What follows belongs to an exercise in optimizing a design on an open flow for small area, a short achievable clock period and few clock cycles per item; a production flow would make more cautious choices.
The RTL was checked by simulation tests, not by an equivalence proof against the original design.

==> flow/design.v <==
package fpa_pkg;
	typedef enum logic [3:0] {
		CMD_INT2FIX = 4'd0,
		CMD_TRUNC   = 4'd1,
		CMD_ROUND   = 4'd2,
		CMD_ADD     = 4'd3,
		CMD_SUB     = 4'd4,
		CMD_ADDINT  = 4'd5,
		CMD_SUBINT  = 4'd6,
		CMD_MUL     = 4'd7,
		CMD_MULINT  = 4'd8,
		CMD_DIV     = 4'd9,
		CMD_DIVINT  = 4'd10
	} cmd_t;
	typedef struct packed {
		logic [3:0]         cmd;
		logic signed [31:0] operand_a;
		logic signed [31:0] operand_b;
	} req_t;
	typedef struct packed {
		logic signed [31:0] value_out;
		logic               divide_by_zero;
	} rsp_t;
	typedef struct packed {
		logic valid;
		logic mul_op;
		logic mulint_op;
		logic div_op;
		logic dz;
		logic neg;
	} ctl_t;
endpackage
module fpa_alu (
	input  logic        clk,
	input  logic        arst_n,
	input  logic        req_valid,
	output logic        req_stall,
	input  logic [3:0]  req_cmd,
	input  logic [31:0] req_a,
	input  logic [31:0] req_b,
	output logic        rsp_valid,
	input  logic        rsp_stall,
	output logic [31:0] rsp_value,
	output logic        rsp_dz
);
	function automatic logic [5:0] bitlen(input logic [30:0] x);
		bitlen = 6'd0;
		for (int i = 0; i < 31; i++)
			if (x[i]) bitlen = 6'(i + 1);
	endfunction
	function automatic logic [91:0] csa(input logic [45:0] x, input logic [45:0] y, input logic [45:0] z);
		csa = {x ^ y ^ z, ((x & y) | (x & z) | (y & z)) << 1};
	endfunction
	logic        i_v;
	logic [3:0]  i_cmd;
	logic [31:0] i_a;
	logic [31:0] i_b;
	logic [5:0]  i_bla;       
	logic [5:0]  i_blb;       
	logic        p_v;
	logic        p_mul;       
	logic        p_frac;      
	logic        p_div;       
	logic        p_simple;
	logic        p_neg;
	logic        p_cin;
	logic        p_dz;
	logic        p_zq;        
	logic [5:0]  p_rs;        
	logic [5:0]  p_cnt;       
	logic [31:0] p_val;
	logic [31:0] p_d;
	logic        x_v;
	logic        x_pass;      
	logic        x_last;      
	logic        x_mul;
	logic        x_frac;
	logic        x_div;
	logic        x_simple;
	logic        x_neg;
	logic        x_cin;
	logic        x_dz;
	logic [5:0]  x_cnt;
	logic [45:0] x_s;         
	logic [45:0] x_c;         
	logic [45:0] x_n;
	logic [31:0] x_d;
	logic        r_v;
	logic [31:0] r_val;
	logic        r_neg;
	logic        r_dz;
	logic        o_v;
	logic [31:0] o_val;
	logic        o_dz;
	logic        s_v;
	logic [31:0] s_val;
	logic        s_dz;
	logic x_fin, r_adv, r_ready, x_adv, x_accept, p_ready, p_accept, i_ready, deliver;
	assign x_fin     = x_v && x_last;
	assign r_adv     = r_v && !s_v;
	assign r_ready   = !r_v || r_adv;
	assign x_adv     = x_fin && r_ready;
	assign x_accept  = p_v && (!x_v || x_adv);
	assign p_ready   = !p_v || x_accept;
	assign p_accept  = i_v && p_ready;
	assign i_ready   = !i_v || p_accept;
	assign req_stall = !i_ready;
	assign deliver   = o_v && !rsp_stall;
	assign rsp_valid = o_v;
	assign rsp_value = o_val;
	assign rsp_dz    = o_dz;
	always_ff @(posedge clk or negedge arst_n) begin
		if (!arst_n) i_v <= 1'b0;
		else if (i_ready) i_v <= req_valid;
	end
	always_ff @(posedge clk) begin
		if (i_ready) begin
			i_cmd <= req_cmd;
			i_a   <= req_a;
			i_b   <= req_b;
			i_bla <= req_a[31] ? bitlen(~req_a[30:0]) : bitlen(req_a[30:0]);
			i_blb <= req_b[31] ? bitlen(~req_b[30:0]) : bitlen(req_b[30:0]);
		end
	end
	logic        c_mul, c_mulint, c_div, c_divint, b_zero, c_engine;
	logic        inc, sub, sh;
	logic [31:0] addend, op_a, op_b;
	logic [31:0] a_mag, b_mag;
	logic [5:0]  la, lb_lo;
	logic        a_small;
	assign c_mul    = (i_cmd == 4'd7);
	assign c_mulint = (i_cmd == 4'd8);
	assign c_div    = (i_cmd == 4'd9);
	assign c_divint = (i_cmd == 4'd10);
	assign b_zero   = (i_b == 32'd0);
	assign c_engine = c_mul || c_mulint || ((c_div || c_divint) && !b_zero);
	assign inc    = (i_cmd == 4'd1) ? (i_a[31] && (i_a[13:0] != 14'd0))
	                                : (i_a[13] && (!i_a[31] || (i_a[12:0] != 13'd0)));
	assign sub    = (i_cmd == 4'd4) || (i_cmd == 4'd6);
	assign sh     = (i_cmd == 4'd5) || (i_cmd == 4'd6);
	assign addend = sh ? {i_b[17:0], 14'd0} : i_b;
	always_comb begin
		op_a = 32'd0;
		op_b = 32'd0;
		case (i_cmd)
			4'd0:       op_a = {i_b[17:0], 14'd0};
			4'd1, 4'd2: op_a = {{14{i_a[31]}}, i_a[31:14]};
			4'd3, 4'd4, 4'd5, 4'd6: begin
				op_a = i_a;
				op_b = sub ? ~addend : addend;
			end
			default: ;
		endcase
	end
	logic [5:0]  bl_a, bl_b, ls;
	logic [3:0]  lr4;
	logic [7:0]  m;
	logic [5:0]  m_e;
	assign a_mag = i_a[31] ? (~i_a + 32'd1) : i_a;
	assign b_mag = i_b[31] ? (~i_b + 32'd1) : i_b;
	assign la      = bl_a + {5'd0, i_a[31]};
	assign bl_b    = i_blb;
	assign lb_lo   = {bl_b[5:1], bl_b[0] || (bl_b == 6'd0)};
	assign bl_a    = i_bla;
	assign a_small = (bl_a <= bl_b);
	assign ls      = a_small ? bl_a : bl_b;
	assign lr4     = {1'b0, ls[4:2]} + 4'd1;
	assign m       = {2'b00, la} + (c_div ? 8'd15 : 8'd1) - {2'b00, lb_lo};
	assign m_e     = m[5:0] + {5'd0, m[0]};
	always_ff @(posedge clk or negedge arst_n) begin
		if (!arst_n) p_v <= 1'b0;
		else if (p_ready) p_v <= i_v;
	end
	always_ff @(posedge clk) begin
		if (p_ready) begin
			p_mul    <= c_mul || c_mulint;
			p_frac   <= c_mul || c_div;
			p_div    <= (c_div || c_divint) && !b_zero;
			p_simple <= !c_engine;
			p_neg    <= c_engine && (i_a[31] ^ i_b[31]);
			p_cin    <= c_engine ? (i_a[31] ^ i_b[31]) : (((i_cmd == 4'd1) || (i_cmd == 4'd2)) ? inc : sub);
			p_dz     <= (c_div || c_divint) && b_zero;
			p_zq     <= m[7] || (m == 8'd0);
			if (c_mul || c_mulint) begin
				p_rs  <= {lr4, 2'd0};
				p_cnt <= {2'd0, lr4} + 6'd1;
				p_val <= a_small ? a_mag : b_mag;
				p_d   <= a_small ? b_mag : a_mag;
			end else if (c_engine) begin
				p_rs  <= m_e;
				p_cnt <= {1'b0, m_e[5:1]};
				p_val <= a_mag;
				p_d   <= b_mag;
			end else begin
				p_rs  <= m[5:0];
				p_cnt <= m[5:0];
				p_val <= op_a;
				p_d   <= op_b;
			end
		end
	end
	logic [45:0] rot_in, rot, himask;
	assign rot_in = (p_frac && !p_mul) ? {p_val, 14'd0} : {14'd0, p_val};
	always_comb begin
		rot = rot_in;
		for (int k = 0; k < 6; k++)
			if (p_rs[k]) rot = (rot >> (1 << k)) | (rot << (46 - (1 << k)));
	end
	always_comb begin
		for (int k = 0; k < 46; k++)
			himask[k] = (k >= 46 - p_rs);
	end
	logic [33:0] s2;
	logic [34:0] t1, t2, t3;
	logic [1:0]  qd;
	logic [31:0] r2;
	logic [45:0] pp0, pp1, pp2, pp3, ms1, mc1, ms2, mc2, ms3, mc3, ms4, mc4;
	logic [45:0] psum;
	assign s2 = {x_s[31:0], x_n[45:44]};
	assign t1 = {1'b0, s2} - {3'b000, x_d};
	assign t2 = {1'b0, s2} - {2'b00, x_d, 1'b0};
	assign t3 = {1'b0, s2} - {1'b0, x_c[33:0]};
	always_comb begin
		if (!t3[34])      begin r2 = t3[31:0]; qd = 2'd3; end
		else if (!t2[34]) begin r2 = t2[31:0]; qd = 2'd2; end
		else if (!t1[34]) begin r2 = t1[31:0]; qd = 2'd1; end
		else              begin r2 = s2[31:0]; qd = 2'd0; end
	end
	assign pp0 = {14'd0, x_d & {32{x_n[42]}}};
	assign pp1 = {13'd0, x_d & {32{x_n[43]}}, 1'd0};
	assign pp2 = {12'd0, x_d & {32{x_n[44]}}, 2'd0};
	assign pp3 = {11'd0, x_d & {32{x_n[45]}}, 3'd0};
	assign {ms1, mc1} = csa(pp0, pp1, pp2);
	assign {ms2, mc2} = csa(pp3, {x_s[41:0], 4'd0}, {x_c[41:0], 4'd0});
	assign {ms3, mc3} = csa(ms1, mc1, ms2);
	assign {ms4, mc4} = csa(ms3, mc3, mc2);
	assign psum = x_s + x_c;
	always_ff @(posedge clk or negedge arst_n) begin
		if (!arst_n) x_v <= 1'b0;
		else if (x_accept) x_v <= 1'b1;
		else if (x_adv) x_v <= 1'b0;
	end
	always_ff @(posedge clk) begin
		if (x_accept) begin
			x_mul    <= p_mul;
			x_frac   <= p_frac;
			x_div    <= p_div;
			x_simple <= p_simple;
			x_neg    <= p_neg;
			x_cin    <= p_cin;
			x_dz     <= p_dz;
			x_cnt    <= p_cnt;
			x_pass   <= p_simple || (!p_mul && p_zq);
			x_last   <= p_simple || (!p_mul && p_zq) || (p_cnt == 6'd1);
			x_d      <= p_d;
			x_c      <= p_div ? {12'd0, {2'b00, p_d} + {1'b0, p_d, 1'b0}} : 46'd0;
			if (p_mul) begin
				x_s <= 46'd0;
				x_n <= rot;
			end else if (p_div) begin
				x_s <= {14'd0, rot[31:0] & ~himask[31:0]};
				x_n <= rot & himask & {46{!p_zq}};
			end else begin
				x_s <= {14'd0, p_val};
			end
		end else if (x_v && !x_fin) begin
			x_cnt  <= x_cnt - 6'd1;
			x_last <= (x_cnt == 6'd2);
			if (x_mul) begin
				x_s <= ms4;
				x_c <= mc4;
				x_n <= {x_n[41:0], 4'd0};
			end else begin
				x_s <= {14'd0, r2};
				x_n <= {x_n[43:0], qd};
			end
		end
	end
	logic [31:0] xsum, rres;
	assign xsum = x_s[31:0] + x_d + {31'd0, x_cin};
	always_ff @(posedge clk or negedge arst_n) begin
		if (!arst_n) r_v <= 1'b0;
		else if (r_ready) r_v <= x_fin;
	end
	always_ff @(posedge clk) begin
		if (r_ready) begin
			r_neg <= x_neg;
			r_dz  <= x_dz;
			if (x_simple)    r_val <= xsum;
			else if (x_mul)  r_val <= x_frac ? psum[45:14] : psum[31:0];
			else if (x_pass) r_val <= x_n[31:0];
			else             r_val <= {x_n[29:0], qd};
		end
	end
	assign rres = r_neg ? (~r_val + 32'd1) : r_val;
	always_ff @(posedge clk or negedge arst_n) begin
		if (!arst_n) begin
			o_v <= 1'b0;
			s_v <= 1'b0;
		end else begin
			if (!o_v || deliver) o_v <= s_v || r_adv;
			if (s_v) begin
				if (!o_v || deliver) s_v <= 1'b0;
			end else if (r_adv && o_v && !deliver) begin
				s_v <= 1'b1;
			end
		end
	end
	always_ff @(posedge clk) begin
		if (!o_v || deliver) begin
			o_val <= s_v ? s_val : rres;
			o_dz  <= s_v ? s_dz  : r_dz;
		end
		if (!s_v) begin
			s_val <= rres;
			s_dz  <= r_dz;
		end
	end
endmodule
clock: 10.0 ns
lec_check: 0
abc_clock_period_in_ps: 3000
cap_margin: 20
core_margin: 2
core_utilization: 40
setup_slack_margin: 5
slew_margin: 20
standard.sh (not shown) runs the stock make flow with config.mk's settings and CLKGATE_MAP_FILE= SYNTH_SCRIPT=/design/flow/synth_recipe.tcl, a recipe that flattens the netlist after the stock synthesis.
==> flow/flow/run.sh <==
#!/bin/bash
set -euo pipefail
MARGIN=6.3
sed "s/SETUP_SLACK_MARGIN=[0-9.]*/SETUP_SLACK_MARGIN=$MARGIN/" standard.sh > standard_margin.sh
bash standard_margin.sh > standard.log 2>&1
The starting point produced a clean layout.
Testbench counts at the start, summed over its fixed seeds: cycles 19,196, items 7,200.
Rerun with:
--- a/flow/design.v
+++ b/flow/design.v
@@ -85,10 +85,12 @@
 	logic [45:0] x_c;         
 	logic [45:0] x_n;
 	logic [31:0] x_d;
 	logic        r_v;
 	logic [31:0] r_val;
+	logic [31:0] r_add;
+	logic        r_c;
 	logic        r_neg;
 	logic        r_dz;
 	logic        o_v;
 	logic [31:0] o_val;
 	logic        o_dz;
@@ -181,11 +183,11 @@
 			p_cin    <= c_engine ? (i_a[31] ^ i_b[31]) : (((i_cmd == 4'd1) || (i_cmd == 4'd2)) ? inc : sub);
 			p_dz     <= (c_div || c_divint) && b_zero;
 			p_zq     <= m[7] || (m == 8'd0);
 			if (c_mul || c_mulint) begin
 				p_rs  <= {lr4, 2'd0};
-				p_cnt <= {2'd0, lr4} + 6'd1;
+				p_cnt <= {2'd0, lr4} + {5'd0, c_mul};
 				p_val <= a_small ? a_mag : b_mag;
 				p_d   <= a_small ? b_mag : a_mag;
 			end else if (c_engine) begin
 				p_rs  <= m_e;
 				p_cnt <= {1'b0, m_e[5:1]};
@@ -213,11 +215,10 @@
 	logic [33:0] s2;
 	logic [34:0] t1, t2, t3;
 	logic [1:0]  qd;
 	logic [31:0] r2;
 	logic [45:0] pp0, pp1, pp2, pp3, ms1, mc1, ms2, mc2, ms3, mc3, ms4, mc4;
-	logic [45:0] psum;
 	assign s2 = {x_s[31:0], x_n[45:44]};
 	assign t1 = {1'b0, s2} - {3'b000, x_d};
 	assign t2 = {1'b0, s2} - {2'b00, x_d, 1'b0};
 	assign t3 = {1'b0, s2} - {1'b0, x_c[33:0]};
 	always_comb begin
@@ -232,11 +233,10 @@
 	assign pp3 = {11'd0, x_d & {32{x_n[45]}}, 3'd0};
 	assign {ms1, mc1} = csa(pp0, pp1, pp2);
 	assign {ms2, mc2} = csa(pp3, {x_s[41:0], 4'd0}, {x_c[41:0], 4'd0});
 	assign {ms3, mc3} = csa(ms1, mc1, ms2);
 	assign {ms4, mc4} = csa(ms3, mc3, mc2);
-	assign psum = x_s + x_c;
 	always_ff @(posedge clk or negedge arst_n) begin
 		if (!arst_n) x_v <= 1'b0;
 		else if (x_accept) x_v <= 1'b1;
 		else if (x_adv) x_v <= 1'b0;
 	end
@@ -274,27 +274,40 @@
 				x_s <= {14'd0, r2};
 				x_n <= {x_n[43:0], qd};
 			end
 		end
 	end
-	logic [31:0] xsum, rres;
-	assign xsum = x_s[31:0] + x_d + {31'd0, x_cin};
+	logic [31:0] rres, ra, rb, rs3, rc3;
+	logic        c14, rk;
+	assign c14 = ({1'b0, x_s[13:0]} + {1'b0, x_c[13:0]}) >> 14;
 	always_ff @(posedge clk or negedge arst_n) begin
 		if (!arst_n) r_v <= 1'b0;
 		else if (r_ready) r_v <= x_fin;
 	end
 	always_ff @(posedge clk) begin
 		if (r_ready) begin
 			r_neg <= x_neg;
 			r_dz  <= x_dz;
-			if (x_simple)    r_val <= xsum;
-			else if (x_mul)  r_val <= x_frac ? psum[45:14] : psum[31:0];
-			else if (x_pass) r_val <= x_n[31:0];
-			else             r_val <= {x_n[29:0], qd};
+			if (x_mul) begin
+				r_val <= (x_frac ? x_s[45:14] : ms4[31:0]) ^ {32{x_neg}};
+				r_add <= (x_frac ? x_c[45:14] : mc4[31:0]) ^ {32{x_neg}};
+				r_c   <= (x_frac && c14) ^ x_neg;
+			end else begin
+				if (x_simple)    r_val <= x_s[31:0];
+				else if (x_pass) r_val <= x_n[31:0] ^ {32{x_neg}};
+				else             r_val <= {x_n[29:0], qd} ^ {32{x_neg}};
+				r_add <= x_simple ? x_d : {32{x_neg}};
+				r_c   <= x_simple ? x_cin : x_neg;
+			end
 		end
 	end
-	assign rres = r_neg ? (~r_val + 32'd1) : r_val;
+	assign ra   = r_val;
+	assign rb   = r_add;
+	assign rk   = r_c;
+	assign rs3  = ra ^ rb ^ {31'd0, rk};
+	assign rc3  = {(ra[30:0] & rb[30:0]) | {30'd0, (ra[0] | rb[0]) & rk}, 1'b0};
+	assign rres = rs3 + rc3 + {31'd0, r_neg};
 	always_ff @(posedge clk or negedge arst_n) begin
 		if (!arst_n) begin
 			o_v <= 1'b0;
 			s_v <= 1'b0;
 		end else begin
Worst hold slack gains 0.0058 ns.
Synthesized cell count falls by about 4.3%.
Design area shrinks by about 1.5%.
Fmax went down by about 3.7%.
Final cell count drops by 4.0%.
Die area barely changes.
Testbench counts after the change, summed over its fixed seeds: cycles 18,544, items 7,200.

-- port drivers added, routing unchanged --
No port has a modelled driver above. Below, the same layouts with a new extraction and two added sets of constraints. Step 1: set_driving_cell puts a clkbuf_16 on clk and a buf_2 on each other input, an assumption about the parent block. Step 2 moves the port delays by t, midway between the first and last clock arrival at a register: inputs arrive t later, outputs are due t later. That takes back most of the time a late clock gives input paths. Three values: no drivers, after step 1, after step 2; two values: the first two.
run	t, ns	setup slack, ns	slew at the worst register clock pin (ns)
the first run	0.738	6.161 / 6.161 / 5.849	0.07 / 0.07
the second run	0.750	6.015 / 6.015 / 5.766	0.07 / 0.07
After both steps setup and hold are still met in every run listed. For the first run, which loses most, drivers alone change the setup slack by 0.000 ns; drivers and shift together by -0.312 ns.
